Background: an optimization exercise with open tools, aiming at small area, a short achievable clock period and few clock cycles per item. Do not read the settings as production practice.
The RTL was checked by simulation tests, not by an equivalence proof against the original design.
Power is estimated from default activity; no workload was simulated.

== maple ==
==> flow/design.v (excerpt) <==
module multi_sensor_pulse_width_window_unit #(
  parameter int unsigned SENSOR_COUNT = 12,
  parameter int unsigned WIDTH_BITS   = 24
) (
  input  logic        clk_i,
  input  logic        rst_ni,
  input  logic        cfg_we_i,
  input  logic [0:0]  cfg_index_i,
  input  logic [15:0] cfg_data_i,
  input  logic        s_axis_tvalid,
  output logic        s_axis_tready,
  input  logic [15:0] s_axis_tdata,
  output logic        m_axis_tvalid,
  input  logic        m_axis_tready,
  output logic [63:0] m_axis_tdata,
  output logic        m_axis_tlast
);
For scale: ~450 flip-flops, ~110 I/O pins, ~22000 sq um of cells after synthesis.
make LEC_CHECK=0 CAP_MARGIN=20 CORE_MARGIN=2 CORE_UTILIZATION=50 SETUP_SLACK_MARGIN=3.2 SLEW_MARGIN=20 finish   # period 5.5 ns
run.sh (not shown) runs the stock make flow with config.mk's settings and CLKGATE_MAP_FILE= SYNTH_SCRIPT=/design/flow/synth_recipe.tcl, a recipe that flattens the netlist after the stock synthesis.
Testbench counts of maple, summed over its fixed seeds: cycles 31,347, windows 320.
The inputs of cedar differ from those of maple as listed below.
- CTS_CLUSTER_SIZE: unset -> 30
- CTS_BUF_LIST: unset -> sky130_fd_sc_hd__clkbuf_8
- SETUP_SLACK_MARGIN: 3.2 -> 3.0
- CORE_UTILIZATION: 50 -> 60
==> comparison <==
Routed wire in cedar totals less than in maple.
cedar: part of the total power dissipated in the clock network 1.1 points below maple
Register-to-register slack (cedar over maple): decrease, 0.04 ns

========
Another version of the RTL of multi_sensor_pulse_width_window_unit (not shown whole).
For scale: ~110 I/O pins.
==> flow/config.mk <==
export PLATFORM = sky130hd
export DESIGN_NAME = multi_sensor_pulse_width_window_unit
export DESIGN_NICKNAME = multi_sensor_pulse_width_window_unit
export VERILOG_FILES = /design/flow/design.v
export SDC_FILE = /design/flow/constraint.sdc
export NUM_CORES = 4
export LEC_CHECK = 0
export ABC_AREA = 1
export CAP_MARGIN = 20
export CORE_MARGIN = 2
export CORE_UTILIZATION = 70
export CTS_CLUSTER_DIAMETER = 80
export CTS_CLUSTER_SIZE = 25
export SETUP_SLACK_MARGIN = 3.0
export SLEW_MARGIN = 20
==> flow/constraint.sdc <==
create_clock -name core_clock -period 5.5 [get_ports {clk_i}]
set_input_delay 1.1000 -clock core_clock [delete_from_list [all_inputs] [get_ports {clk_i}]]
set_output_delay 1.1000 -clock core_clock [all_outputs]
set_load 0.01 [all_outputs]
Testbench counts at the start, summed over its fixed seeds: cycles 31,667, windows 320.
Edit:
Settings changed: SETUP_SLACK_MARGIN 3.0 to 3.4.
Final area is higher by 8.3%; wire length is higher by 16%; first-iteration DRC count is higher by 27%; fmax is higher by 6.5%; utilization is higher by 6.5 points.

========
Setup of job 9125:
multi_sensor_pulse_width_window_unit again, from the RTL that the note above started with.
make LEC_CHECK=0 CAP_MARGIN=20 CORE_MARGIN=2 CORE_UTILIZATION=70 CTS_CLUSTER_DIAMETER=80 CTS_CLUSTER_SIZE=25 SETUP_SLACK_MARGIN=3.3 SLEW_MARGIN=20 finish   # period 5.5 ns
Testbench counts of job 9125, summed over its fixed seeds: cycles 31,667, windows 320.
diff inputs: job 9125 => job 8726
Settings: putting ABC_AREA at 1 where nothing was set; swapping 3.3 for 3.2 in SETUP_SLACK_MARGIN.
--- outcome ---
Looking at most frequent standard cell in the layout excluding fill and tap cells, the dfxtp_1 result is from job 9125; the nand2_1 one comes from job 8726.
Taking job 9125 as the reference point, the average vias per placed instance of job 8726 falls by 6.0%.
Synthesized-area fraction occupied by xor and xnor cells (higher): job 9125
Reported for job 9125 and job 8726, clock-buffer cell count turned out identical to the last digit.
Between job 9125 and job 8726, the difference in area added between synthesis and finish is negligible.
Final area deteriorates in job 8726 relative to job 9125.
A launching instance or port of the critical path of u_ctrl.cur_q[11]$_DFFE_PP_ is what job 9125 shows, while u_ctrl.cur_q[1]$_DFFE_PP_ belongs to job 8726.
The final layout from job 8726, which completed every stage, passed the timing, DRC and antenna checks at the end of the flow.
Relative to job 9125, the fraction of area in multi-input gates of job 8726 is lower by 3.3 points.
Compared with job 9125, in job 8726 synthesized-area fraction occupied by and/or/nand/nor cells now sits higher, depth of the critical timing path with buffers and inverters included now sits higher.
When job 8726 is set beside job 9125, its portion of netlist area occupied by mux cells turns out to be 1.1 points smaller.
[job 8726] total power consumption of the routed design rose 31% relative to job 9125
## Diff of input files: job 6422 against job 8726
Settings: putting CTS_BUF_LIST at sky130_fd_sc_hd__clkbuf_8 where nothing was set; swapping 3.2 for 3.0 in SETUP_SLACK_MARGIN; swapping 25 for 30 in CTS_CLUSTER_SIZE; clearing CTS_CLUSTER_DIAMETER, which used to be 80; swapping 70 for 60 in CORE_UTILIZATION; clearing ABC_AREA, which used to be 1.
==> comparison <==
In job 6422 the largest stage delay on the critical path turned out 0.02 ns lower than in job 8726.
Job 8726 reports its capture point of the worst path as u_ctrl.bidx_q[3]$_SDFFCE_PN0P_ while job 6422 reports m_axis_tdata[6].
Diff job 8726 -> job 6422: sequential element share of the synthesized area rose 2.1 points, worst slew margin relative to its limit fell 12 points.
For job 3466, these inputs were changed with respect to job 6422:
Settings: a deleted CTS_BUF_LIST that had been sky130_fd_sc_hd__clkbuf_8; a change of CORE_UTILIZATION from 60 to 70; a change of SETUP_SLACK_MARGIN from 3.0 to 3.2; an added CTS_CLUSTER_DIAMETER of 80; a change of CTS_CLUSTER_SIZE from 30 to 25.
==> run notes <==
- Compare job 6422 and job 3466 | detailed-route wire length on metal 1 lower: job 3466
- Job 3466 -> job 6422: portion of netlist area occupied by mux cells delta 0, exact match
- Job 3466 has part of the total power dissipated in the clock network below what job 6422 had.

## what the ideal ports hide
The results above use ideal ports. As a check the final layouts listed here were re-extracted and re-timed, cells and wires unchanged.
Step 1 (the two cells are an assumption about what drives the block):
set clk [get_ports {clk_i}]
set_driving_cell -lib_cell sky130_fd_sc_hd__clkbuf_16 $clk
set_driving_cell -lib_cell sky130_fd_sc_hd__buf_2 [delete_from_list [all_inputs] $clk]
Step 2 times the ports against the registers' clock, not the clock port: input delays grow and output delays shrink by t, the midpoint of the rising clock arrivals with the driver on.
a / b / c = ideal / step 1 / step 2; a / b = the first two.
run | t, ns | slack for setup (ns) | worst setup path after step 2 | latest minus earliest clock arrival (ns) | worst register clock-pin slew, ns
maple | 0.623 | 2.995 / 2.992 / 2.561 | input to register | 0.028 / 0.028 | 0.07 / 0.07
cedar | 0.672 | 2.924 / 2.874 / 2.390 | input to register | 0.030 / 0.030 | 0.07 / 0.07
the first run of note 2 | 0.604 | 2.979 / 2.979 / 2.487 | input to register | 0.020 / 0.020 | 0.11 / 0.11
the second run of note 2 | 0.613 | 3.133 / 3.075 / 2.622 | input to register | 0.026 / 0.025 | 0.11 / 0.11
job 9125 | 0.598 | 3.000 / 2.989 / 2.658 | input to register | 0.040 / 0.040 | 0.11 / 0.11
job 8726 | 0.619 | 3.151 / 3.144 / 2.662 | input to register | 0.028 / 0.028 | 0.11 / 0.11
job 6422 | 0.664 | 3.028 / 2.977 / 2.429 | input to register | 0.038 / 0.038 | 0.07 / 0.07
job 3466 | 0.591 | 3.042 / 3.042 / 2.646 | input to register | 0.024 / 0.024 | 0.10 / 0.10
After both steps setup and hold are still met in every run listed. The setup slack of job 6422, which loses most, moves by -0.051 ns with the drivers and by -0.599 ns with both steps.
